This design comes from an exercise in tuning for small area and a short achievable clock period on the open sky130 flow, not from production work.
The RTL was checked by simulation tests, not by an equivalence proof against the original design.

--- design/flow/constraint.sdc ---
create_clock -name core_clock -period 6.5 [get_ports {clk}]
set_input_delay 1.3000 -clock core_clock [delete_from_list [all_inputs] [get_ports {clk}]]
set_output_delay 1.3000 -clock core_clock [all_outputs]
set_load 0.01 [all_outputs]
--- design/flow/design.v ---
module rsi_top
(
    input  logic   clk,
    input  logic   reset,
    input  logic [16-1:0] price,
    input  logic   price_valid,
    input  logic   eod,
    output logic   rsi_valid,
    output logic [7-1:0]   rsi,
    output logic   buy,
    output logic   sell
);
    localparam int PW = 16;    
    localparam int SW = 20;      
    localparam int N  = 14;     
    localparam int XW = 27;      
    localparam int RW = SW + 1;          
    logic          take;
    logic [PW-1:0] prev;
    logic          have_prev;
    logic [3:0]    cnt;           
    logic [PW:0]   diff;
    logic          up;            
    logic [PW-1:0] code;          
    logic          mv_valid;
    logic          mv_first, mv_full, mv_out;
    logic          mv_up;
    logic [PW-1:0] mv_code;
    assign take = price_valid && !eod;
    assign diff = {1'b0, price} - {1'b0, prev};
    assign up   = !diff[PW];
    assign code = diff[PW-1:0] ^ {PW{!up}};
    always_ff @(posedge clk) begin
        if (take) prev <= price;
        mv_code  <= code;
        mv_up    <= up;
        mv_first <= take && have_prev && (cnt == 4'd0);
        mv_full  <= take && have_prev && (cnt == 4'(N));
        mv_out   <= (cnt >= 4'(N - 1));
    end
    always_ff @(posedge clk or posedge reset) begin
        if (reset) begin
            have_prev <= 1'b0;
            cnt       <= '0;
            mv_valid  <= 1'b0;
        end else if (eod) begin
            have_prev <= 1'b0;
            cnt       <= '0;
            mv_valid  <= 1'b0;
        end else begin
            mv_valid <= take && have_prev;
            if (take) have_prev <= 1'b1;
            if (take && have_prev && cnt != 4'(N)) cnt <= cnt + 4'd1;
        end
    end
    logic [PW:0]   win [N];       
    logic [SW-1:0] tsum, gsum;
    logic          sums_valid;
    logic [PW-1:0] old_code;
    logic          old_up;
    logic [SW-1:0] t_base, g_base;
    logic [SW-1:0] t_b, t_c, t_s, t_cy;
    logic [SW-1:0] g_b, g_c, g_s, g_cy;
    logic [SW:0]   t_wide, g_wide;
    logic [PW-1:0] new_code;
    logic          new_nup;
    assign new_code = mv_valid ? mv_code : '0;
    assign new_nup  = mv_valid && !mv_up;
    assign old_code = mv_full ? win[N-1][PW-1:0] : '0;
    assign old_up   = mv_full ? win[N-1][PW]     : 1'b1;
    assign t_base   = mv_first ? '0 : tsum;
    assign g_base   = mv_first ? '0 : gsum;
    assign t_b  = {{(SW-PW){1'b0}}, new_code};
    assign t_c  = ~{{(SW-PW){1'b0}}, old_code};
    assign t_s  = t_base ^ t_b ^ t_c;
    assign t_cy = {(t_base[SW-2:0] & t_b[SW-2:0]) | (t_base[SW-2:0] & t_c[SW-2:0]) |
                   (t_b[SW-2:0] & t_c[SW-2:0]), new_nup};
    assign t_wide = {t_s, 1'b1} + {t_cy, old_up};
    assign g_b  = (mv_valid && mv_up) ? {{(SW-PW){1'b0}}, mv_code} : '0;
    assign g_c  = ~((old_up ? {{(SW-PW){1'b0}}, old_code} : '0));
    assign g_s  = g_base ^ g_b ^ g_c;
    assign g_cy = {(g_base[SW-2:0] & g_b[SW-2:0]) | (g_base[SW-2:0] & g_c[SW-2:0]) |
                   (g_b[SW-2:0] & g_c[SW-2:0]), 1'b1};
    assign g_wide = {1'b0, g_s} + {1'b0, g_cy};
    always_ff @(posedge clk) begin
        if (mv_valid) begin
            win[0] <= {mv_up, mv_code};
            for (int i = 1; i < N; i++) win[i] <= win[i-1];
        end
        tsum <= t_wide[SW:1];
        gsum <= g_wide[SW-1:0];
    end
    always_ff @(posedge clk or posedge reset) begin
        if (reset) sums_valid <= 1'b0;
        else       sums_valid <= mv_valid && mv_out;
    end
    logic [RW-1:0] d_r [1:6];     
    logic [SW-1:0] d_t [1:6];
    logic [5:2]    d_x [1:6];     
    logic [6:0]    d_q [1:6];     
    logic          d_v [1:6];
    logic [6:0]    q_last;        
    logic          v_last;
    logic [XW-1:0] y_a, y_b, y_c, y_d, y_s1, y_c1, y_s2, y_c2;
    logic [XW:0]   y_wide;
    assign y_a  = XW'(gsum) << 6;
    assign y_b  = XW'(gsum) << 5;
    assign y_c  = XW'(gsum) << 2;
    assign y_d  = ~(XW'(tsum) << 6);
    assign y_s1 = y_a ^ y_b ^ y_c;
    assign y_c1 = {(y_a[XW-2:0] & y_b[XW-2:0]) | (y_a[XW-2:0] & y_c[XW-2:0]) |
                   (y_b[XW-2:0] & y_c[XW-2:0]), 1'b0};
    assign y_s2 = y_s1 ^ y_c1 ^ y_d;
    assign y_c2 = {(y_s1[XW-2:0] & y_c1[XW-2:0]) | (y_s1[XW-2:0] & y_d[XW-2:0]) |
                   (y_c1[XW-2:0] & y_d[XW-2:0]), 1'b1};
    assign y_wide = {y_s2, 1'b1} + {y_c2, 1'b0};
    always_ff @(posedge clk) begin
        d_r[6] <= y_wide[XW:7];
        d_t[6] <= tsum;
        d_x[6] <= y_wide[6:3];
        d_q[6] <= '0;
    end
    always_ff @(posedge clk or posedge reset) begin
        if (reset) d_v[6] <= 1'b0;
        else       d_v[6] <= sums_valid;
    end
    genvar j;
    generate
        for (j = 5; j >= 0; j--) begin : g_step
            logic          neg;
            logic          xin;
            logic [RW:0]   addend;
            logic [RW+1:0] wide;
            logic [RW-1:0] r_new;
            logic [6:0]    q_new;
            assign neg    = d_r[j+1][RW-1];
            assign xin    = (j >= 2) ? d_x[j+1][(j >= 2) ? j : 2] : 1'b0;
            assign addend = neg ? {2'b00, d_t[j+1]} : ~{2'b00, d_t[j+1]};
            assign wide   = {d_r[j+1], xin, 1'b1} + {addend, !neg};
            assign r_new  = wide[RW:1];
            assign q_new  = d_q[j+1] | (7'(!neg) << (j + 1));
            if (j > 0) begin : g_reg
                always_ff @(posedge clk) begin
                    d_r[j] <= r_new;
                    d_t[j] <= d_t[j+1];
                    d_x[j] <= d_x[j+1];
                    d_q[j] <= q_new;
                end
                always_ff @(posedge clk or posedge reset) begin
                    if (reset) d_v[j] <= 1'b0;
                    else       d_v[j] <= d_v[j+1];
                end
            end else begin : g_last
                assign q_last = q_new | 7'(!r_new[RW-1]);
                assign v_last = d_v[1];
            end
        end
    endgenerate
    logic [6:0] q_fin;
    logic [6:0] rsi_d;
    assign q_fin = q_last;
    assign rsi_d = (q_fin == 7'd127) ? 7'd50 : q_fin;
    always_ff @(posedge clk) begin
        rsi <= rsi_d;
    end
    always_ff @(posedge clk or posedge reset) begin
        if (reset) begin
            rsi_valid <= 1'b0;
            buy       <= 1'b0;
            sell      <= 1'b0;
        end else begin
            rsi_valid <= v_last;
            buy       <= v_last && (rsi_d < 7'(30));
            sell      <= v_last && (rsi_d > 7'(70));
        end
    end
endmodule
--- design/flow/config.mk ---
export PLATFORM = sky130hd
export DESIGN_NAME = rsi_top
export DESIGN_NICKNAME = rsi_top
export VERILOG_FILES = /design/flow/design.v
export SDC_FILE = /design/flow/constraint.sdc
export NUM_CORES = 4
export LEC_CHECK = 0
export CAP_MARGIN = 20
export CORE_MARGIN = 2
export CORE_UTILIZATION = 40
export CTS_CLUSTER_DIAMETER = 120
export CTS_CLUSTER_SIZE = 30
export SETUP_SLACK_MARGIN = 3.2
export SLEW_MARGIN = 20
--- design/flow/run.sh ---
#!/bin/bash
# synth_recipe.tcl (not shown) runs the flow's synth.tcl, then flattens the netlist and writes it again
# the make line also repeats each setting of config.mk as NAME=value (left out here)
make -C /OpenROAD-flow-scripts/flow DESIGN_CONFIG=/design/flow/config.mk WORK_HOME=/design/flow/orfs CLKGATE_MAP_FILE= SYNTH_SCRIPT=/design/flow/synth_recipe.tcl finish
==> summary.txt, run 1 <==
Outcome
  • Status: complete, no violations

Timing
  • Final slew viol count: 0
  • # setup viols final: 0
  • Worst clock skew: 0.03728 ns
  • Worst-Margin Slew: 1.003 ns
  • Final WS setup: 3.004 ns
  • Fmax: 0.2861 GHz
  • Rel. slew slack: 0.3281
  • Min Tclk post-route: 3.496 ns
  • Final Hold Fails: 0
  • Final period utilization: 0.5378
  • Unrepaired setup endpoints after global routing: yes
  • Setup TNS: 0 ns

Clocking
  • CTS tree: done
  • Num CTS Buffers: 24
  • Clock root buffer: clkbuf_16
  • Clock-pin slew on the worst setup and hold paths: 0.13 ns
  • Max clock buf depth: 3
  • H-tree depth: 1
  • # hold bufs at CTS: 0
  • Clk sink count: 608
  • Worst-Skew Late Latency: 0.59 ns

Yosys
  • Top post-synthesis cells by area: edfxtp_1 (28%), dfxtp_1 (25%), ha_1 (9.6%), xnor2_1 (8.3%), fa_1 (5.2%)
  • Async S/R FF share, synth: 0.02632
  • Post-synth top flop: dfxtp_1
  • Syn Nets: 2,497
  • Post-synth EDFFs: 254
  • Syn_area_per_cell: 12.29 um^2
  • Number of synthesized register bits: 608
  • Synth cell types: 83
  • Post-synth top area cell: edfxtp_1
  • Top-count cell post-synth: dfxtp_1
  • Synth cell count leaders: dfxtp_1 (338), xnor2_1 (255), edfxtp_1 (254)
  • Seq/Total Area, Yosys: 0.5470
  • Post-synth top area share: 0.2820
  • Cells after synthesis: 2,200
  • Synthesized cell area: 27,050 um^2
  • Syn. warnings: 7

Critical path
  • Slowest cell on crit path: fa_1
  • Crit. path cell count: 16
  • Max incr delay on CP: 0.58 ns
  • Worst Path Arrival: 4.02 ns
  • CP Buf/Inv Count: 4
  • Worst path cell trace: buf_12, buf_6, and2_4, buf_4, fa_1, inv_2, fa_2, nor2b_4, o21ai_2, nand2b_1, a21o_1, a221o_1, a41oi_2, o21ai_2, nand2_2, a211oi_2
  • Crit Path Category: flip-flop to flip-flop
  • R2R cell count: 16
  • CP most frequent cell: o21ai_2
  • Worst Setup Start Kind: flip-flop
  • CP required: 7.03 ns
  • Family with the most delay on the worst path: compound AO/OA/AOI/OAI gates
  • CP Max Fanout: 7
  • Crit end category: flip-flop

Floorplanning
  • Starting Density: 0.4035
  • Die width: 264.0 um
  • Die area: 69,720 um^2
  • # rows: 95
  • I/O Pins: 30
  • Core area: 67,040 um^2
  • DIE HEIGHT: 264.0 um

Routing
  • Post-DR wirelength/cell: 14.36 um
  • DRT Pass-1 Iters: 4
  • Via count: 15.48k
  • Vias/cell: 4.883
  • # DRC: 0
  • Starting DRC count in detailed routing: 762
  • Number of routed nets with antenna violations: 0
  • Routed WL: 45.52 mm

GRT
  • First-pass GRT wire length: 76.67 mm
  • Vias in the first global route: 16.04k
  • GR Overflow Total: 0
  • Antenna violations before repair: 0
  • Pin count of the biggest net entering global routing: 87
  • Total track usage: 0.1312

Finish
  • Area grow syn2layout: 12.37%
  • Layout Nets: 2,579
  • Share of cells above drive strength 1: 0.1146

Place
  • DPL Wire Length: 32.80 mm
  • Port Buffers: 29
  • Place WS: 1.961 ns
  • GP Congestion: 0.8435

Run
  • Max Cap Viol: 0

Worst hold path
  • Type of the most critical hold path: flip-flop to flip-flop
  • Worst hold stages: 0
==> cell families after synthesis <==
group | Yosys count | share of synthesized area
and+or+nand+nor | 460 | 0.08567
adders and majority gates | 277 | 0.1476
muxes | 3 | 0.001110
xor gates and xnor gates | 299 | 0.09682
DFF | 608 | 0.5470
buffers and inverters | 158 | 0.02281
AOI/OAI and AO/OA | 395 | 0.09908
==> area by class of cell <==
cell class	instances	area, um^2
Clock inverter	1	30.03
Tap cell	873	1092
Sequential cell	608	14850
Fill cell	6062	36650
Inverter	122	465.4
Multi-Input combinational cell	1434	12340
Timing Repair Buffer	92	935.9
Clock buffer	38	674.4
Antenna cell	2	5.005
==> worst reg2reg max path: cells and delay by family (launching register included) <==
family	cells	cell delay, ns
simple gates	4	0.50
buf+inv	4	0.45
fa+ha+maj	2	0.95
compound gates	6	1.03
flops	1	0.50
==> state kept, by name, summed over array words and instances, names as in the netlist, 15 cells and up <==
| signal | flops |
|---|---|
| mv_code | 16 |
| gsum | 20 |
| d_t | 120 |
| prev | 16 |
| d_r | 126 |
| win | 238 |
| tsum | 20 |
| d_q | 15 |
==> final timing paths <==
kind / endpoint / slack (ns) / start
worst min-delay path: d_q[1][5] / 0.33 / d_q[2][5]
max in group asynchronous: mv_valid / 4.85 / reset
min in group asynchronous: d_v[6] / 1.11 / reset
worst max register to register: tsum[19] / 3.00 / mv_valid
worst min register to register: d_q[1][5] / 0.33 / d_q[2][5]
worst max-delay path: tsum[19] / 3.00 / mv_valid
==> layer usage <==
metal | share of wire | vias up | global-route usage
met4 | 0.019 | 0 | 0.02703
met3 | 0.019 | 57 | 0.01408
met2 | 0.52 | 130 | 0.2496
li1 | - | 7854 | -
met5 | 0 | - | 0
met1 | 0.44 | 7439 | 0.1589
==> metrics by stage <==
step	hold WS, ns	instance area, um^2	instances	util
finish	0.3319	30390	3170	0.4534
global route	0.3447	30390	3168	0.4533
CTS	0.3373	29920	3147	0.4463
detailed placement	0.3121	28620	3077	0.4269
global placement	0.3124	28620	3077	0.4269
floorplan	0.3096	27310	2200	-
==> cell usage in the layout, fill, tap and decap left out, drive strengths merged, types with 24 or more instances in the layout <==
cell           synthesis  routed
a21o                  59      59
a21oi                122     122
and2                  28      28
and3                  37      37
buf                   17      63
clkbuf                19      39
clkdlybuf4s50          0      24
dfxtp                338     338
edfxtp               254     254
fa                    70      70
ha                   207     207
inv                  122     122
nand2                 95      95
nand2b                51      51
nand3                 28      28
nor2                 121     121
nor3                  33      33
o21a                  30      30
o21ai                 70      70
xnor2                255     255
xor2                  44      44
==> repair_timing <==
item / CTS / global route
cloned: 1 / 1
resized for setup: 75 / 64
pin swaps: 41 / 36
setup endpoints to repair: 67 / 56
buffers inserted: 30 / 20
==> run 2: changes to the inputs <==
--- a/design/flow/config.mk
+++ b/design/flow/config.mk
@@ -7,8 +7,8 @@
 export LEC_CHECK = 0
 export CAP_MARGIN = 20
 export CORE_MARGIN = 2
-export CORE_UTILIZATION = 40
+export CORE_UTILIZATION = 60
 export CTS_CLUSTER_DIAMETER = 120
 export CTS_CLUSTER_SIZE = 30
-export SETUP_SLACK_MARGIN = 3.2
+export SETUP_SLACK_MARGIN = 3.0
 export SLEW_MARGIN = 20
==> run 2 against run 1 <==
Net effect: global-route usage up 6.0 points; hold slack about the same; sequential share of layout area up 1.3 points; first-iteration DRC count down 14%; critical path depth down 2; worst setup slack worse by 0.037 ns; routed wire length down 3.4%.
==> summary.txt, run 2 <==
Place
  • DPL Wire Length: 32.37 mm
  • GP Congestion: 0.8341
  • Placed Instances: 2,796
  • Port Buffers: 29
  • Cell Area, Placed: 28,250 um^2
  • Place WS: 1.895 ns

GRT
  • First-pass GRT wire length: 73.62 mm
  • Antenna violations before repair: 0
  • GR Overflow Total: 0
  • Vias in the first global route: 15.92k
  • Pin count of the biggest net entering global routing: 90
  • Total track usage: 0.1912

Routing
  • Via count: 15.44k
  • Post-DR wirelength/cell: 15.32 um
  • Starting DRC count in detailed routing: 654
  • DRT Pass-1 Iters: 5
  • # DRC: 0
  • Routed WL: 43.96 mm
  • Number of routed nets with antenna violations: 0
  • Vias/cell: 5.383

Critical path
  • Worst path cell trace: buf_12, nand2b_1, fa_1, inv_2, ha_4, nand2_4, or4b_4, o211ai_4, a21oi_4, o41ai_4, o211ai_2, a21o_1, a21oi_2, xor2_1
  • Crit end category: flip-flop
  • CP required: 7.02 ns
  • R2R setup slack: 2.97 ns
  • Crit Path Category: flip-flop to flip-flop
  • Slowest cell on crit path: fa_1
  • R2R cell count: 14
  • Reg2reg end: gsum[19]
  • Worst Path Arrival: 4.06 ns
  • Critical R2R Launch: mv_first
  • CP Max Fanout: 30
  • Max incr delay on CP: 0.56 ns
  • Worst Setup Start Kind: flip-flop

Floorplanning
  • DIE HEIGHT: 216.3 um
  • Core area: 44,320 um^2
  • Die width: 216.3 um
  • # rows: 77
  • Starting Density: 0.6103
  • Die area: 46,790 um^2
  • I/O Pins: 30

Outcome
  • Status: complete, no violations

Yosys
  • Syn Nets: 2,497
  • Syn. warnings: 7
  • Syn_area_per_cell: 12.29 um^2
  • Synth cell types: 83
  • Synth cell count leaders: dfxtp_1 (338), xnor2_1 (255), edfxtp_1 (254)
  • Seq/Total Area, Yosys: 0.5470
  • Top post-synthesis cells by area: edfxtp_1 (28%), dfxtp_1 (25%), ha_1 (9.6%), xnor2_1 (8.3%), fa_1 (5.2%)
  • Post-synth top flop: dfxtp_1
  • Cells after synthesis: 2,200
  • Synthesized cell area: 27,050 um^2
  • Post-synth EDFFs: 254
  • Post-synth top area share: 0.2820
  • Number of synthesized register bits: 608
  • Post-synth top area cell: edfxtp_1
  • Async S/R FF share, synth: 0.02632
  • Top-count cell post-synth: dfxtp_1

Finish
  • Largest Register: win
  • Most common cell after layout, fill and taps aside: dfxtp_1
  • # diodes: 0
  • Area grow syn2layout: 9.418%
  • Share of cells above drive strength 1: 0.09267
  • Post-route insts no fill: 2,869
  • Commonest cells after routing, fill and taps aside: dfxtp_1 (320), xnor2_1 (255), edfxtp_1 (254)
  • Final Cell Area: 29,600 um^2
  • Max reg flops: 238
  • Largest regs: win (238), d_r (126), d_t (120)
  • Layout Nets: 2,558

Timing
  • Worst-Margin Slew: 1.041 ns
  • Fmax: 0.2831 GHz
  • Min Tclk post-route: 3.533 ns
  • Setup TNS: 0 ns
  • Worst clock skew: 0.03193 ns
  • Final period utilization: 0.5435
  • Final Hold Fails: 0
  • # setup viols final: 0
  • Final WS setup: 2.968 ns
  • Unrepaired setup endpoints after global routing: yes
  • Final slew viol count: 0
  • Hold_ws: 0.3315 ns
  • Rel. slew slack: 0.3059

Clocking
  • Clock-pin slew on the worst setup and hold paths: 0.11 ns
  • CTS tree: done
  • # hold bufs at CTS: 0
  • H-tree depth: 1
  • Clk sink count: 608
  • Max clock buf depth: 3
  • Clock root buffer: clkbuf_16
  • Num CTS Buffers: 24
  • Worst-Skew Late Latency: 0.59 ns

Worst hold path
  • Worst hold endpoint: d_q[2][4]
  • Worst hold stages: 0
  • Worst Hold Launch: d_q[3][4]
  • Type of the most critical hold path: flip-flop to flip-flop

Run
  • Max Cap Viol: 0
==> run 2: cell counts after synthesis <==
Identical to the previous run, type by type.
==> run 2: what timing repair did <==
action                     in CTS  in global routing
resized for setup              40                 55
pin swaps                      12                 34
buffers inserted               16                 15
setup endpoints to repair      44                 29
==> run 2: worst max path at each step <==
stage             start  slack, ns          to
4_1_cts        mv_valid       2.98    gsum[18]
2_1_floorplan  mv_valid       1.60    gsum[19]
3_5_place_dp   price[0]       1.90  mv_code[2]
3_3_place_gp   price[0]       1.97  mv_code[2]
5_1_grt        mv_valid       2.85    tsum[19]
6_report       mv_first       2.97    gsum[19]
==> run 2: cell families after synthesis <==
family,count (synthesis),synth area share
AND/OR/NAND/NOR,460,0.08567
XOR/XNOR,299,0.09682
AO/OA/AOI/OAI,395,0.09908
buffers and inverters,158,0.02281
multiplexers,3,0.001110
adder cells (fa/ha/maj),277,0.1476
flip-flops,608,0.5470
==> run 2: worst max-delay path, delay by kind of cell (launching register included) <==
kind | cells | cell delay [ns]
xor+xnor | 1 | 0.14
simple gates | 3 | 0.72
fa+ha+maj | 2 | 0.78
buf+inv | 2 | 0.22
compound gates | 6 | 1.20
flops | 1 | 0.39
==> run 2: routing by layer <==
metal,GRT usage,wire (um),vias up
met5,0,0,-
met4,0.06644,1390,0
met3,0.01712,954,69
met2,0.3644,23070,168
met1,0.2242,18540,7407
li1,-,-,7799
==> run 2: final cells by class <==
| cell class | count | area (um^2) |
|---|---|---|
| clock buffer | 41 | 685.7 |
| clock inverter | 1 | 30.03 |
| fill | 3315 | 14720 |
| inverter | 122 | 465.4 |
| multi-input combinational | 1434 | 12160 |
| sequential | 608 | 14840 |
| tap | 592 | 740.7 |
| timing repair buffer | 71 | 676.9 |
==> run 2: through the flow <==
stage | util
6_report | 0.6678
5_1_grt | 0.6678
4_1_cts | 0.6603
3_5_place_dp | 0.6375
3_3_place_gp | 0.6375
2_1_floorplan | -
==> run 3: changes to the inputs <==
--- a/design/flow/config.mk
+++ b/design/flow/config.mk
@@ -5,9 +5,10 @@
 export SDC_FILE = /design/flow/constraint.sdc
 export NUM_CORES = 4
 export LEC_CHECK = 0
+export ABC_AREA = 1
 export CAP_MARGIN = 20
 export CORE_MARGIN = 2
-export CORE_UTILIZATION = 60
+export CORE_UTILIZATION = 40
 export CTS_CLUSTER_DIAMETER = 120
 export CTS_CLUSTER_SIZE = 30
 export SETUP_SLACK_MARGIN = 3.0
==> run 3 against run 2 <==
Net effect: still clean on timing, DRC and antenna; global-route usage fell by 0.26 points; sequential share of layout area decreased by 3.2 points; flip-flop and latch count stayed put; clock-buffer cell count fell by 5; worst setup slack better by 0.19 ns; hold slack better by 0.0018 ns; synthesized area increased by 7.1%; clock skew is 0.014 ns higher; largest cell class unchanged.
==> summary.txt, run 3 <==
Clocking
  • Num CTS Buffers: 26
  • Clk sink count: 608
  • H-tree depth: 1
  • Clock root buffer: clkbuf_16
  • Clock-pin slew on the worst setup and hold paths: 0.12 ns
  • CTS tree: done
  • Worst-Skew Late Latency: 0.64 ns
  • Max clock buf depth: 3
  • Post-CTS setup buffer count: 0
  • # hold bufs at CTS: 0

Critical path
  • Crit Path Category: flip-flop to flip-flop
  • R2R cell count: 9
  • CP Max Fanout: 4
  • Crit end category: flip-flop
  • CP required: 7.02 ns
  • Critical R2R Launch: gsum[8]
  • Reg2reg end: d_r[6][14]
  • R2R setup slack: 3.15 ns
  • Worst Setup Start Kind: flip-flop
  • Worst Path Arrival: 3.87 ns

Worst hold path
  • Type of the most critical hold path: flip-flop to flip-flop
  • Worst Hold Launch: d_x[5][1]
  • Worst hold endpoint: d_x[4][1]
  • Worst hold stages: 0

Place
  • GP Congestion: 0.9283
  • Port Buffers: 29
  • Placed Instances: 3,792
  • DPL Wire Length: 56.96 mm
  • Place WS: 2.810 ns

GRT
  • Vias in the first global route: 19.74k
  • GR Overflow Total: 0
  • Pin count of the biggest net entering global routing: 93
  • First-pass GRT wire length: 109.4 mm
  • Antenna violations before repair: 0
  • Total track usage: 0.1886

Yosys
  • Post-synth top area share: 0.2633
  • Async S/R FF share, synth: 0.02632
  • Cells after synthesis: 2,835
  • Top post-synthesis cells by area: edfxtp_1 (26%), dfxtp_1 (23%), ha_1 (8.9%), nand2_1 (6.1%), xnor2_1 (5.6%)
  • Synthesized cell area: 28,970 um^2
  • Synth cell types: 49
  • Top-count cell post-synth: nand2_1
  • Syn Nets: 3,132
  • Syn. warnings: 7
  • Syn_area_per_cell: 10.22 um^2
  • Number of synthesized register bits: 608
  • Post-synth top flop: dfxtp_1
  • Synth cell count leaders: nand2_1 (473), dfxtp_1 (338), inv_1 (275)
  • Post-synth EDFFs: 254
  • Post-synth top area cell: edfxtp_1
  • Seq/Total Area, Yosys: 0.5107

Floorplanning
  • Die width: 273.1 um
  • Core area: 71,610 um^2
  • Starting Density: 0.4046
  • DIE HEIGHT: 273.1 um
  • # rows: 98
  • Die area: 74,590 um^2
  • I/O Pins: 30

Timing
  • # setup viols final: 0
  • Final WS setup: 3.153 ns
  • Rel. slew slack: 0.4282
  • Final Hold Fails: 0
  • Unrepaired setup endpoints after global routing: no
  • Setup TNS: 0 ns
  • Worst-Margin Slew: 0.8578 ns
  • Min Tclk post-route: 3.347 ns
  • Worst clock skew: 0.04601 ns
  • Fmax: 0.2988 GHz
  • Final slew viol count: 0
  • Final period utilization: 0.5149

Finish
  • Largest regs: win (238), d_r (126), d_t (120)
  • Commonest cells after routing, fill and taps aside: nand2_1 (465), dfxtp_1 (333), inv_1 (271)
  • Multi-input gate area: 13,230 um^2
  • Max reg flops: 238
  • Fill cells: 6,890
  • Post-route insts no fill: 3,838
  • Reg area: 14,800 um^2
  • # diodes: 0
  • Layout Nets: 3,169
  • Share of cells above drive strength 1: 0.05263
  • Most common cell after layout, fill and taps aside: nand2_1
  • Largest Register: win
  • Area grow syn2layout: 8.789%

Routing
  • DRT Pass-1 Iters: 6
  • Via count: 19.23k
  • Routed WL: 70.91 mm
  • Vias/cell: 5.011
  • Post-DR wirelength/cell: 18.48 um
  • Starting DRC count in detailed routing: 1,269
  • Number of routed nets with antenna violations: 0
  • # DRC: 0

Run
  • Max Cap Viol: 0

Outcome
  • Status: complete, no violations
run 3: worst max path at each step:
stage             start         end  slack [ns]  cells after the start
2_1_floorplan  mv_valid    gsum[16]        2.10                     15
3_3_place_gp   price[0]  mv_code[5]        2.83                     13
3_5_place_dp   price[0]  mv_code[5]        2.81                     13
4_1_cts        mv_valid    tsum[19]        3.03                     10
5_1_grt         gsum[8]  d_r[6][14]        3.00                      9
6_report        gsum[8]  d_r[6][14]        3.15                      9
run 3: cell families after synthesis:
| group | after synthesis | share of synthesized area |
|---|---|---|
| compound gates | 455 | 0.08931 |
| xor+xnor | 306 | 0.09381 |
| fa+ha+maj | 277 | 0.1378 |
| buf+inv | 314 | 0.04224 |
| flops | 608 | 0.5107 |
| simple gates | 875 | 0.1262 |
run 3: final cells by class:
cell class,count,area share
Tap cell,950,0.03771
Sequential cell,608,0.4697
Clock inverter,8,0.004049
Timing Repair Buffer,40,0.01247
Multi-Input combinational cell,1913,0.4199
Inverter,282,0.03378
Timing Repair inverter,1,0.0002382
Clock buffer,36,0.02215
run 3: through the flow:
stage	area, um^2	util	hold WS, ns
final	31520	0.4401	0.3333
after global routing	31520	0.4401	0.3416
after detailed placement	30640	0.4279	0.3121
after CTS	31480	0.4396	0.3290
after global placement	30640	0.4279	0.3133
after floorplan	29260	-	0.3096
run 3: worst max-delay path, stage by stage, from the launching register on:
cell and delay (ns):
dfxtp_1 0.56, fa_1 0.51, fa_1 0.49, ha_1 0.45, nand2_1 0.16, nor2_1 0.12
nand2_1 0.11, o21ai_0 0.34, a21oi_1 0.15, xnor2_1 0.33
run 3: repair_timing:
item,CTS,global route
gates cloned,1,0
endpoints found under the setup margin,4,2
resized for setup,4,6
run 3: metal layers:
layer	part of all wire	global-route usage	up-vias
li1	-	-	9539
met1	0.42	0.2240	9187
met2	0.51	0.3449	358
met3	0.026	0.01643	147
met4	0.051	0.08484	0
met5	0	0	-
==> run 4: changes to the inputs <==
==> design/flow/config.mk (replaced) <==
export PLATFORM = sky130hd
export DESIGN_NAME = rsi_top
export DESIGN_NICKNAME = rsi_top
export VERILOG_FILES = /design/flow/design.v
export SDC_FILE = /design/flow/constraint.sdc
export NUM_CORES = 4
export LEC_CHECK = 0
export CAP_MARGIN = 20
export CORE_MARGIN = 2
export CORE_UTILIZATION = 40
export CTS_CLUSTER_DIAMETER = 120
export CTS_CLUSTER_SIZE = 30
export SETUP_SLACK_MARGIN = 2.8
export SLEW_MARGIN = 20
==> run 4 against run 3 <==
Net effect: clock-buffer cell count is 1 higher; routed wire length is 37% lower; synthesized cell count shrank 22%; cell count fell by 18%; critical path type unchanged.
==> summary.txt, run 4 <==
Outcome
  • Status: complete, no violations

Clocking
  • Worst-Skew Late Latency: 0.58 ns
  • H-tree depth: 1
  • Clock-pin slew on the worst setup and hold paths: 0.11 ns
  • Clk sink count: 608
  • Max clock buf depth: 3
  • Clock root buffer: clkbuf_16
  • Num CTS Buffers: 24
  • CTS tree: done

Timing
  • Min Tclk post-route: 3.639 ns
  • Final period utilization: 0.5599
  • Final slew viol count: 0
  • Setup TNS: 0 ns
  • # setup viols final: 0
  • Unrepaired setup endpoints after global routing: yes
  • Worst clock skew: 0.02298 ns
  • Fmax: 0.2748 GHz
  • Worst-Margin Slew: 0.9776 ns
  • Final Hold Fails: 0
  • Rel. slew slack: 0.3453

GRT
  • GR Overflow Total: 0
  • Met3 Track Usage GR: 0.01454
  • Met1 GRT Util: 0.1588
  • Vias in the first global route: 15.80k
  • Routing usage on met2: 0.2326
  • Pin count of the biggest net entering global routing: 91
  • First-pass GRT wire length: 74.85 mm
  • Total track usage: 0.1272
  • GR peak layer: met2
  • Antenna violations before repair: 0

Worst hold path
  • Type of the most critical hold path: flip-flop to flip-flop
  • Worst hold stages: 0

Critical path
  • Max incr delay on CP: 0.55 ns
  • CP required: 7.01 ns
  • Worst Path Arrival: 4.15 ns
  • Family with the most delay on the worst path: compound AO/OA/AOI/OAI gates
  • Crit Path Category: flip-flop to flip-flop
  • CP Buf/Inv Count: 1
  • Crit end category: flip-flop
  • Worst Setup Start Kind: flip-flop
  • Crit. path cell count: 14
  • CP Max Fanout: 6
  • Worst path cell trace: and2_4, nand2_2, fa_1, inv_2, ha_4, nand2_4, or4b_4, o211ai_4, a21oi_4, o41ai_4, o211ai_2, a21o_1, a21oi_2, xor2_1
  • Slowest cell on crit path: fa_1
  • R2R cell count: 14

Routing
  • DRT Pass-1 Iters: 5
  • Via count: 15.40k
  • Vias/cell: 4.913
  • # DRC: 0
  • Starting DRC count in detailed routing: 830
  • Post-DR wirelength/cell: 14.28 um
  • Routed WL: 44.76 mm
  • Number of routed nets with antenna violations: 0

Place
  • GP Congestion: 0.8215
  • DPL Wire Length: 32.44 mm
  • Port Buffers: 29
  • Cell Area, Placed: 28,560 um^2

Yosys
  • Synth cell count leaders: dfxtp_1 (338), xnor2_1 (255), edfxtp_1 (254)
  • Post-synth top area share: 0.2820
  • Syn. warnings: 7
  • Top-count cell post-synth: dfxtp_1
  • Post-synth top area cell: edfxtp_1
  • Synthesized cell area: 27,050 um^2
  • Post-synth EDFFs: 254
  • Number of synthesized register bits: 608
  • Syn_area_per_cell: 12.29 um^2
  • Async S/R FF share, synth: 0.02632
  • Synth cell types: 83
  • Syn Nets: 2,497
  • Post-synth top flop: dfxtp_1
  • Cells after synthesis: 2,200
  • Top post-synthesis cells by area: edfxtp_1 (28%), dfxtp_1 (25%), ha_1 (9.6%), xnor2_1 (8.3%), fa_1 (5.2%)
  • Seq/Total Area, Yosys: 0.5470

Finish
  • Largest Register: win
  • Area grow syn2layout: 9.867%
  • Layout Nets: 2,546
  • Fill cells: 6,166
  • Multi-input gate area: 12,020 um^2
  • Most common cell after layout, fill and taps aside: dfxtp_1
  • Max reg flops: 238
  • Share of cells above drive strength 1: 0.07781
  • # diodes: 0
  • Commonest cells after routing, fill and taps aside: dfxtp_1 (324), xnor2_1 (255), edfxtp_1 (254)
  • Reg area: 14,830 um^2
  • Final Cell Area: 29,720 um^2
  • Largest regs: win (238), d_r (126), d_t (120)

Run
  • Max Cap Viol: 0

Floorplanning
  • DIE HEIGHT: 264.0 um
  • # rows: 95
  • I/O Pins: 30
  • Die area: 69,720 um^2
  • Die width: 264.0 um
  • Core area: 67,040 um^2
  • Starting Density: 0.4035
-- run 4: worst paths after layout --
| check | from | endpoint | slack, ns |
|---|---|---|---|
| min | d_q[2][3] | d_q[1][3] | 0.34 |
| max reg2reg | mv_valid | gsum[19] | 2.86 |
| min reg2reg | d_q[2][3] | d_q[1][3] | 0.34 |
| max | mv_valid | gsum[19] | 2.86 |
| max in group asynchronous | reset | mv_valid | 4.90 |
| min in group asynchronous | reset | sell | 1.10 |
-- run 4: timing repair --
action / CTS / global route
endpoints found under the setup margin: 40 / 30
setup buffers: 6 / 11
resized for setup: 17 / 50
hold buffers: 0 / 0
cloned: 0 / 2
pin swaps: 3 / 20
-- run 4: through the flow --
stage / hold slack, ns / setup slack (ns) / instances / util
6_report: 0.3369 / 2.861 / 3135 / 0.4433
5_1_grt: 0.3432 / 2.671 / 3135 / 0.4433
4_1_cts: 0.3376 / 2.710 / 3122 / 0.4381
3_5_place_dp: 0.3121 / 1.933 / 3077 / 0.4260
3_3_place_gp: 0.3114 / 1.994 / 3077 / 0.4260
2_1_floorplan: 0.3096 / 1.602 / 2200 / -
-- run 4: logic make-up (layout without fill, tap and decap cells) --
family | count (synthesis) | in the layout | share of synthesized area
compound gates | 395 | 395 | 0.09908
xor+xnor | 299 | 299 | 0.09682
fa+ha+maj | 277 | 277 | 0.1476
buf+inv | 158 | 220 | 0.02281
flops | 608 | 608 | 0.5470
mux | 3 | 3 | 0.001110
simple gates | 460 | 460 | 0.08567
-- run 4: layout make-up --
cell class | instances | share of cell area
flip-flops and latches | 608 | 0.4989
multi-input cells | 1434 | 0.4045
well taps | 873 | 0.03676
clock buffers | 37 | 0.02257
repair buffers | 59 | 0.02105
inverters | 122 | 0.01541
clock inverters | 2 | 0.0008421
-- run 4: per-layer routing --
layer,part of all wire,up-vias
li1,-,7779
met1,0.45,7394
met3,0.024,71
met5,0,-
met4,0.025,0
met2,0.50,158
==> run 5: changes to the inputs <==
--- a/design/flow/config.mk
+++ b/design/flow/config.mk
@@ -5,10 +5,11 @@
 export SDC_FILE = /design/flow/constraint.sdc
 export NUM_CORES = 4
 export LEC_CHECK = 0
+export ABC_AREA = 1
 export CAP_MARGIN = 20
 export CORE_MARGIN = 2
 export CORE_UTILIZATION = 40
 export CTS_CLUSTER_DIAMETER = 120
 export CTS_CLUSTER_SIZE = 30
-export SETUP_SLACK_MARGIN = 2.8
+export SETUP_SLACK_MARGIN = 3.3
 export SLEW_MARGIN = 20
==> run 5 against run 4 <==
Net effect: via count grew 24%; global-route usage is 6.1 points higher; synthesized area up 7.1%; maximum frequency rose by 17%; cell area increased by 6.5%.
==> summary.txt, run 5 <==
Outcome
  • Status: complete, no violations

GRT
  • Antenna violations before repair: 1
  • First-pass GRT wire length: 108.9 mm
  • Vias in the first global route: 19.51k
  • GR Overflow Total: 0
  • Total track usage: 0.1881
  • Pin count of the biggest net entering global routing: 109

Place
  • DPL Wire Length: 56.31 mm
  • Placed Instances: 3,790
  • Port Buffers: 29
  • GP Congestion: 0.9023
  • Place WS: 2.742 ns

Finish
  • Fill cells: 6,895
  • Reg area: 14,820 um^2
  • Multi-input gate area: 13,270 um^2
  • Post-route insts no fill: 3,844
  • Max reg flops: 238
  • Layout Nets: 3,174
  • Share of cells above drive strength 1: 0.05945
  • Layout Utilization: 0.4418
  • Most common cell after layout, fill and taps aside: nand2_1
  • Area grow syn2layout: 9.208%
  • Commonest cells after routing, fill and taps aside: nand2_1 (465), dfxtp_1 (323), inv_1 (271)
  • Largest Register: win
  • Largest regs: win (238), d_r (126), d_t (120)

Timing
  • Final WS setup: 3.380 ns
  • Final slew viol count: 0
  • Unrepaired setup endpoints after global routing: yes
  • Worst clock skew: 0.03339 ns
  • Final Hold Fails: 0
  • Final period utilization: 0.4800
  • Min Tclk post-route: 3.120 ns
  • Rel. slew slack: 0.5912
  • Worst-Margin Slew: 0.6068 ns
  • Setup TNS: 0 ns
  • # setup viols final: 0
  • Fmax: 0.3205 GHz

Clocking
  • CTS tree: done
  • Clk sink count: 608
  • Num CTS Buffers: 25
  • Clock root buffer: clkbuf_16
  • Worst-Skew Late Latency: 0.62 ns
  • Max clock buf depth: 3
  • # hold bufs at CTS: 0
  • Clock-pin slew on the worst setup and hold paths: 0.12 ns
  • H-tree depth: 1

Floorplanning
  • DIE HEIGHT: 273.1 um
  • Starting Density: 0.4046
  • Die width: 273.1 um
  • Die area: 74,590 um^2
  • Core area: 71,610 um^2
  • I/O Pins: 30
  • # rows: 98

Critical path
  • Crit end category: flip-flop
  • Worst Setup Start Kind: flip-flop
  • Worst Path Arrival: 3.63 ns
  • CP required: 7.01 ns
  • Crit Path Category: flip-flop to flip-flop
  • CP Max Fanout: 4

Yosys
  • Cells after synthesis: 2,835
  • Post-synth top area share: 0.2633
  • Seq/Total Area, Yosys: 0.5107
  • Post-synth EDFFs: 254
  • Top post-synthesis cells by area: edfxtp_1 (26%), dfxtp_1 (23%), ha_1 (8.9%), nand2_1 (6.1%), xnor2_1 (5.6%)
  • Post-synth top area cell: edfxtp_1
  • Synth cell types: 49
  • Number of synthesized register bits: 608
  • Async S/R FF share, synth: 0.02632
  • Synth cell count leaders: nand2_1 (473), dfxtp_1 (338), inv_1 (275)
  • Synthesized cell area: 28,970 um^2
  • Syn. warnings: 7
  • Post-synth top flop: dfxtp_1
  • Syn_area_per_cell: 10.22 um^2
  • Top-count cell post-synth: nand2_1
  • Syn Nets: 3,132

Routing
  • Via count: 19.07k
  • Routed WL: 70.62 mm
  • DRT Pass-1 Iters: 6
  • Post-DR wirelength/cell: 18.37 um
  • Vias/cell: 4.960
  • Starting DRC count in detailed routing: 1,026
  • # DRC: 0
  • Number of routed nets with antenna violations: 0

Worst hold path
  • Type of the most critical hold path: flip-flop to flip-flop

Run
  • Max Cap Viol: 0
-- run 5: metal layers --
| metal | routed length (um) | share of wire | vias up | track usage |
|---|---|---|---|---|
| met4 | 2670 | 0.038 | 0 | 0.06644 |
| met1 | 29910 | 0.42 | 9069 | 0.2274 |
| li1 | - | - | 9558 | - |
| met2 | 36330 | 0.51 | 327 | 0.3491 |
| met5 | 0 | 0 | - | 0 |
| met3 | 1710 | 0.024 | 111 | 0.01459 |
-- run 5: cells by family (layout without fill, tap and decap cells) --
kind of cell    after synthesis  in the layout  synth area share
fa+ha+maj                   277            277            0.1378
other cells                   0              1                 0
buf+inv                     314            372           0.04224
simple gates                875            875            0.1262
compound gates              455            455           0.08931
flops                       608            608            0.5107
xor+xnor                    306            306           0.09381
-- run 5: final cells by class --
type,count,share of cell area
Antenna cell,1,0.00007910
Clock buffer,36,0.02108
Clock inverter,7,0.003401
Inverter,282,0.03369
Multi-Input combinational cell,1913,0.4193
Sequential cell,608,0.4686
Tap cell,950,0.03757
Timing Repair Buffer,46,0.01606
Timing Repair inverter,1,0.0002373
-- run 5: what timing repair did --
action,CTS,global route
setup buffers,4,3
resized for setup,12,20
cloned,2,1
endpoints found under the setup margin,30,19
pin swaps,0,0
-- run 5: worst max-delay path, cell delays in order (launching register included) --
cell and delay [ns]:
dfxtp_2 0.46, fa_1 0.47, fa_1 0.49, ha_1 0.42
nand2_1 0.14, nor2_1 0.14, inv_1 0.09, nor3_2 0.17
a21oi_1 0.13, o21ai_1 0.19, xor2_1 0.30
-- run 5: final timing paths --
check | depth (start not counted) | slack [ns] | from | end
worst min register to register | 0 | 0.33 | d_x[5][1] | d_x[4][1]
min in group asynchronous | 2 | 1.04 | reset | d_v[4]
worst min-delay path | 0 | 0.33 | d_x[5][1] | d_x[4][1]
max in group asynchronous | 2 | 5.00 | reset | mv_valid
worst max-delay path | 10 | 3.38 | gsum[7] | d_r[6][11]
worst max register to register | 10 | 3.38 | gsum[7] | d_r[6][11]
-- run 5: stage by stage --
step	cell area (um^2)	hold slack, ns
global placement	30640	0.3147
detailed placement	30640	0.3138
floorplan	29260	0.3096
finish	31640	0.3264
CTS	31540	0.3268
global route	31640	0.3363
==> run 6: changes to the inputs <==
--- a/design/flow/config.mk
+++ b/design/flow/config.mk
@@ -11,5 +11,5 @@
 export CORE_UTILIZATION = 40
 export CTS_CLUSTER_DIAMETER = 120
 export CTS_CLUSTER_SIZE = 30
-export SETUP_SLACK_MARGIN = 3.3
+export SETUP_SLACK_MARGIN = 3.15
 export SLEW_MARGIN = 20
==> run 6 against run 5 <==
Net effect: critical path depth fell by 2; clock skew fell by 0.0041 ns; critical endpoint is now d_r[6][12]; largest cell class unchanged; sequential share of layout area rose by 0.059 points; synthesized area did not move; highest routed layer unchanged; cell count barely moved; hold slack improved by 0.0010 ns; maximum frequency rose by 0.20%; worst setup slack improved by 0.0061 ns.
==> summary.txt, run 6 <==
Finish
  • Most common cell after layout, fill and taps aside: nand2_1
  • Commonest cells after routing, fill and taps aside: nand2_1 (465), dfxtp_1 (328), inv_1 (271)
  • Fill cells: 6,893
  • Largest Register: win
  • Largest regs: win (238), d_r (126), d_t (120)
  • Layout Nets: 3,173
  • Layout Utilization: 0.4409
  • Share of cells above drive strength 1: 0.05602
  • Area grow syn2layout: 8.970%
  • Max reg flops: 238
  • Multi-input gate area: 13,240 um^2
  • # diodes: 0
  • Reg area: 14,810 um^2

Yosys
  • Top-count cell post-synth: nand2_1
  • Post-synth top area cell: edfxtp_1
  • Synthesized cell area: 28,970 um^2
  • Top post-synthesis cells by area: edfxtp_1 (26%), dfxtp_1 (23%), ha_1 (8.9%), nand2_1 (6.1%), xnor2_1 (5.6%)
  • Seq/Total Area, Yosys: 0.5107
  • Post-synth EDFFs: 254
  • Post-synth top area share: 0.2633
  • Post-synth top flop: dfxtp_1
  • Syn. warnings: 7
  • Syn_area_per_cell: 10.22 um^2
  • Synth cell types: 49
  • Async S/R FF share, synth: 0.02632
  • Cells after synthesis: 2,835
  • Number of synthesized register bits: 608
  • Synth cell count leaders: nand2_1 (473), dfxtp_1 (338), inv_1 (275)
  • Syn Nets: 3,132

Timing
  • Final period utilization: 0.4791
  • # setup viols final: 0
  • Final Hold Fails: 0
  • Unrepaired setup endpoints after global routing: yes
  • Final WS setup: 3.386 ns
  • Min Tclk post-route: 3.114 ns
  • Rel. slew slack: 0.5817
  • Setup TNS: 0 ns
  • Fmax: 0.3211 GHz
  • Worst-Margin Slew: 0.6208 ns
  • Final slew viol count: 0
  • Worst clock skew: 0.02925 ns

Routing
  • # DRC: 0
  • Via count: 19.08k
  • Number of routed nets with antenna violations: 0
  • Post-DR wirelength/cell: 18.36 um
  • Routed WL: 70.53 mm
  • Starting DRC count in detailed routing: 1,074
  • Vias/cell: 4.967
  • DRT Pass-1 Iters: 5

Critical path
  • Slowest cell on crit path: dfxtp_1
  • Worst path cell trace: fa_1, fa_1, ha_1, a21oi_1, a21boi_2, o21ai_2, a21oi_1, xnor2_1
  • Worst Path Arrival: 3.61 ns
  • Crit end category: flip-flop
  • Max incr delay on CP: 0.51 ns
  • CP Max Fanout: 5
  • Worst Setup Start Kind: flip-flop
  • Crit Path Category: flip-flop to flip-flop
  • CP required: 7.00 ns

Place
  • GP Congestion: 0.9023
  • DPL Wire Length: 56.31 mm
  • Port Buffers: 29
  • Place WS: 2.742 ns

Floorplanning
  • Die area: 74,590 um^2
  • Core area: 71,610 um^2
  • DIE HEIGHT: 273.1 um
  • Starting Density: 0.4046
  • Die width: 273.1 um
  • # rows: 98
  • I/O Pins: 30

GRT
  • Met3 Track Usage GR: 0.01459
  • Met1 GRT Util: 0.2258
  • GR peak layer: met2
  • Pin count of the biggest net entering global routing: 109
  • Vias in the first global route: 19.49k
  • Antenna violations before repair: 1
  • First-pass GRT wire length: 108.5 mm
  • Total track usage: 0.1871
  • GR Overflow Total: 0
  • Routing usage on met2: 0.3476

Run
  • Max Cap Viol: 0

Clocking
  • Clock root buffer: clkbuf_16
  • Clock-pin slew on the worst setup and hold paths: 0.12 ns
  • H-tree depth: 1
  • Clk sink count: 608
  • Max clock buf depth: 3
  • CTS tree: done
  • Worst-Skew Late Latency: 0.62 ns
  • Num CTS Buffers: 25
  • # hold bufs at CTS: 0

Outcome
  • Status: complete, no violations

Worst hold path
  • Type of the most critical hold path: flip-flop to flip-flop
==> run 6: critical path: cells and delay by family, from the launching register on <==
family	cells	cell delay [ns]
xor+xnor	1	0.24
flops	1	0.51
fa+ha+maj	3	1.35
compound gates	4	0.89
==> run 6: area by class of cell <==
cell class / instances / area share
sequential: 608 / 0.4691
clock inverter: 7 / 0.003409
timing repair inverter: 1 / 0.0002378
multi-input combinational: 1913 / 0.4194
inverter: 282 / 0.03377
timing repair buffer: 45 / 0.01530
tap: 950 / 0.03765
clock buffer: 36 / 0.02112
==> run 6: kinds of logic (layout without fill, tap and decap cells) <==
| kind of cell | count (synthesis) | in the layout | synth area share |
|---|---|---|---|
| buffers and inverters | 314 | 371 | 0.04224 |
| xor gates and xnor gates | 306 | 306 | 0.09381 |
| adders and majority gates | 277 | 277 | 0.1378 |
| AOI/OAI and AO/OA | 455 | 455 | 0.08931 |
| DFF | 608 | 608 | 0.5107 |
| and+or+nand+nor | 875 | 875 | 0.1262 |
==> run 6: what timing repair did <==
action | CTS | global route
setup endpoints to repair | 21 | 19
resized for setup | 4 | 12
cloned | 2 | 0
buffers inserted | 1 | 6
==> run 6: per-stage QoR <==
| stage | hold slack [ns] | cell area, um^2 | cells |
|---|---|---|---|
| after floorplan | 0.3096 | 29260 | 2835 |
| after global placement | 0.3147 | 30640 | 3790 |
| after detailed placement | 0.3138 | 30640 | 3790 |
| after CTS | 0.3268 | 31500 | 3836 |
| after global routing | 0.3363 | 31570 | 3842 |
| final | 0.3275 | 31570 | 3842 |
==> run 6: path summary, 6_finish.rpt <==
path | to | cells after the start | slack (ns) | from
setup reg to reg | d_r[6][12] | 8 | 3.39 | gsum[2]
setup / recovery | d_r[6][12] | 8 | 3.39 | gsum[2]
min in group asynchronous | d_v[4] | 2 | 1.05 | reset
max in group asynchronous | mv_valid | 2 | 4.99 | reset
hold reg to reg | d_x[4][1] | 0 | 0.33 | d_x[5][1]
hold / removal | d_x[4][1] | 0 | 0.33 | d_x[5][1]
==> run 6: per-layer routing <==
layer,up-vias,routed length [um]
met4,0,2717
li1,9560,-
met3,110,1659
met2,316,36190
met5,-,0
met1,9096,29960
==> run 7: changes to the inputs <==
==> design/flow/config.mk (replaced) <==
export PLATFORM = sky130hd
export DESIGN_NAME = rsi_top
export DESIGN_NICKNAME = rsi_top
export VERILOG_FILES = /design/flow/design.v
export SDC_FILE = /design/flow/constraint.sdc
export NUM_CORES = 4
export LEC_CHECK = 0
export CAP_MARGIN = 20
export CORE_MARGIN = 2
export CORE_UTILIZATION = 40
export CTS_CLUSTER_DIAMETER = 120
export CTS_CLUSTER_SIZE = 30
export SETUP_SLACK_MARGIN = 3.0
export SLEW_MARGIN = 20
==> run 7 against run 6 <==
Net effect: hold slack improved by 0.0093 ns; clock-buffer cell count decreased by 1; critical path depth increased by 5.
==> summary.txt, run 7 <==
Clocking
  • Num CTS Buffers: 24
  • # hold bufs at CTS: 0
  • Clock-pin slew on the worst setup and hold paths: 0.11 ns
  • CTS tree: done
  • Clk sink count: 608
  • Max clock buf depth: 3
  • Worst-Skew Late Latency: 0.59 ns
  • Clock root buffer: clkbuf_16
  • H-tree depth: 1

Floorplanning
  • I/O Pins: 30
  • Die area: 69,720 um^2
  • Die width: 264.0 um
  • Core area: 67,040 um^2
  • Starting Density: 0.4035
  • DIE HEIGHT: 264.0 um
  • # rows: 95

Timing
  • Unrepaired setup endpoints after global routing: yes
  • Worst-Margin Slew: 1.010 ns
  • Setup TNS: 0 ns
  • Final period utilization: 0.5342
  • Rel. slew slack: 0.3236
  • Final Hold Fails: 0
  • Worst clock skew: 0.02365 ns
  • Min Tclk post-route: 3.473 ns
  • Fmax: 0.2880 GHz
  • # setup viols final: 0
  • Final slew viol count: 0

Yosys
  • Post-synth top flop: dfxtp_1
  • Syn Nets: 2,497
  • Syn. warnings: 7
  • Top-count cell post-synth: dfxtp_1
  • Synth cell types: 83
  • Post-synth top area share: 0.2820
  • Post-synth top area cell: edfxtp_1
  • Top post-synthesis cells by area: edfxtp_1 (28%), dfxtp_1 (25%), ha_1 (9.6%), xnor2_1 (8.3%), fa_1 (5.2%)
  • Syn_area_per_cell: 12.29 um^2
  • Synthesized cell area: 27,050 um^2
  • Number of synthesized register bits: 608
  • Seq/Total Area, Yosys: 0.5470
  • Cells after synthesis: 2,200
  • Synth cell count leaders: dfxtp_1 (338), xnor2_1 (255), edfxtp_1 (254)
  • Async S/R FF share, synth: 0.02632
  • Post-synth EDFFs: 254

Place
  • DPL Wire Length: 32.58 mm
  • GP Congestion: 0.8278
  • Port Buffers: 29
  • Placed Instances: 3,076

Critical path
  • CP Max Fanout: 6
  • CP Buf/Inv Count: 1
  • CP required: 7.02 ns
  • R2R setup slack: 3.03 ns
  • Crit end category: flip-flop
  • Worst path cell trace: and3_1, fa_1, inv_2, ha_4, nand2_2, or4b_4, o211ai_4, a21oi_2, o41ai_4, o211ai_2, a21o_1, a21oi_2, xor2_1
  • R2R cell count: 13
  • Worst Path Arrival: 3.99 ns
  • Crit Path Category: flip-flop to flip-flop
  • CP most frequent cell: a21oi_2
  • Critical R2R Launch: win[13][16]
  • Family with the most delay on the worst path: compound AO/OA/AOI/OAI gates
  • Max incr delay on CP: 0.53 ns
  • Reg2reg end: gsum[19]
  • Worst Setup Start Kind: flip-flop
  • Slowest cell on crit path: edfxtp_1

Finish
  • Fill cells: 6,126
  • Share of cells above drive strength 1: 0.09343
  • Largest regs: win (238), d_r (126), d_t (120)
  • Area grow syn2layout: 10.51%
  • Largest Register: win
  • Most common cell after layout, fill and taps aside: dfxtp_1
  • # diodes: 0
  • Post-route insts no fill: 3,142
  • Layout Nets: 2,555
  • Commonest cells after routing, fill and taps aside: dfxtp_1 (319), xnor2_1 (255), edfxtp_1 (254)
  • Max reg flops: 238

GRT
  • Vias in the first global route: 15.84k
  • Total track usage: 0.1288
  • GR peak layer: met2
  • First-pass GRT wire length: 75.77 mm
  • Pin count of the biggest net entering global routing: 76
  • Antenna violations before repair: 0
  • Met1 GRT Util: 0.1595
  • Routing usage on met2: 0.2398
  • GR Overflow Total: 0
  • Met3 Track Usage GR: 0.01370

Worst hold path
  • Worst hold stages: 0
  • Worst hold endpoint: d_x[4][1]
  • Worst Hold Launch: d_x[5][1]
  • Type of the most critical hold path: flip-flop to flip-flop

Routing
  • DRT Pass-1 Iters: 5
  • Via count: 15.39k
  • # DRC: 0
  • Number of routed nets with antenna violations: 0
  • Routed WL: 44.82 mm
  • Starting DRC count in detailed routing: 748
  • Vias/cell: 4.899
  • Post-DR wirelength/cell: 14.27 um

Outcome
  • Status: complete, no violations

Run
  • Max Cap Viol: 0
==> run 7: cell count changes after synthesis, sizes merged, moves of 25 or more <==
cell / delta
xnor2: +71
nand2: -383
xor2: -78
nand2b: +51
and3: +37
o21ai: -73
a21o: +41
nand4: -25
a21oi: -110
inv: -160
o21a: +29
nand3: -79
and2: +27
nor2: -77
==> run 7: routing by layer <==
metal,share of wire,up-vias
met1,0.45,7389
li1,-,7808
met4,0.023,0
met3,0.020,59
met5,0,-
met2,0.51,136
==> run 7: cell families (layout without fill, tap and decap cells) <==
| kind of cell | after synthesis | in the layout | synth area share |
|---|---|---|---|
| compound gates | 395 | 395 | 0.09908 |
| xor+xnor | 299 | 299 | 0.09682 |
| fa+ha+maj | 277 | 277 | 0.1476 |
| buf+inv | 158 | 227 | 0.02281 |
| flops | 608 | 608 | 0.5470 |
| mux | 3 | 3 | 0.001110 |
| simple gates | 460 | 460 | 0.08567 |
==> run 7: metrics by stage <==
| stage | hold WS [ns] | setup WS, ns | cell area, um^2 | util |
|---|---|---|---|---|
| 2_1_floorplan | 0.3096 | 1.602 | 27300 | - |
| 3_3_place_gp | 0.3132 | 1.983 | 28600 | 0.4266 |
| 3_5_place_dp | 0.3121 | 1.980 | 28600 | 0.4266 |
| 4_1_cts | 0.3374 | 2.951 | 29590 | 0.4414 |
| 5_1_grt | 0.3397 | 2.885 | 29890 | 0.4459 |
| 6_report | 0.3368 | 3.027 | 29890 | 0.4459 |
==> run 7: area by class of cell <==
class / count / area (um^2) / share of cell area
multi-input combinational: 1434 / 12140 / 0.4062
sequential: 608 / 14850 / 0.4967
clock buffer: 35 / 663.1 / 0.02219
tap: 873 / 1092 / 0.03654
inverter: 122 / 465.4 / 0.01557
clock inverter: 2 / 27.53 / 0.0009209
timing repair buffer: 68 / 653.1 / 0.02185
==> run 7: repair_timing <==
| action | 4_1_cts | 5_1_grt |
|---|---|---|
| setup buffers | 14 | 15 |
| pin swaps | 17 | 38 |
| gates resized for setup | 48 | 53 |
| cloned | 0 | 0 |
| endpoints found under the setup margin | 46 | 34 |
==> run 7: worst max-delay path by stage <==
stage	start	to	depth (start not counted)
floorplan	mv_valid	gsum[19]	14
global placement	price[0]	mv_code[2]	13
detailed placement	price[0]	mv_code[2]	13
CTS	gsum[8]	d_r[6][20]	13
global route	mv_first	gsum[18]	14
finish	win[13][16]	gsum[19]	13

==> static timing again, ports no longer ideal <==
No port has a modelled driver above. Below, the same layouts with a new extraction and two added sets of constraints. Step 1 sets driving cells, clkbuf_16 on the clock port and buf_2 on the other inputs (assumed; they add their load-dependent delay and slew). Step 2 adds t to the input delays and takes it off the output delays; t is the mean of the earliest and latest rising clock arrival at the registers after step 1. Input paths then give back, and output paths get back, about the clock's delay inside the block. a / b / c = no drivers / after step 1 / after step 2; a / b = the first two.
run	t (ns)	setup slack, ns	worst setup path at the end
run 1	0.627	3.004 / 3.004 / 2.721	input to register
run 2	0.634	2.968 / 2.968 / 2.557	input to register
run 3	0.679	3.153 / 3.153 / 2.855	input to register
run 4	0.633	2.861 / 2.861 / 2.341	input to register
run 5	0.665	3.380 / 3.380 / 2.818	input to register
run 6	0.667	3.386 / 3.386 / 2.819	input to register
run 7	0.633	3.027 / 3.027 / 2.549	input to register
After both steps every run listed still meets setup and hold. For run 6, which loses most, drivers alone change the setup slack by 0.000 ns; drivers and shift together by -0.567 ns.
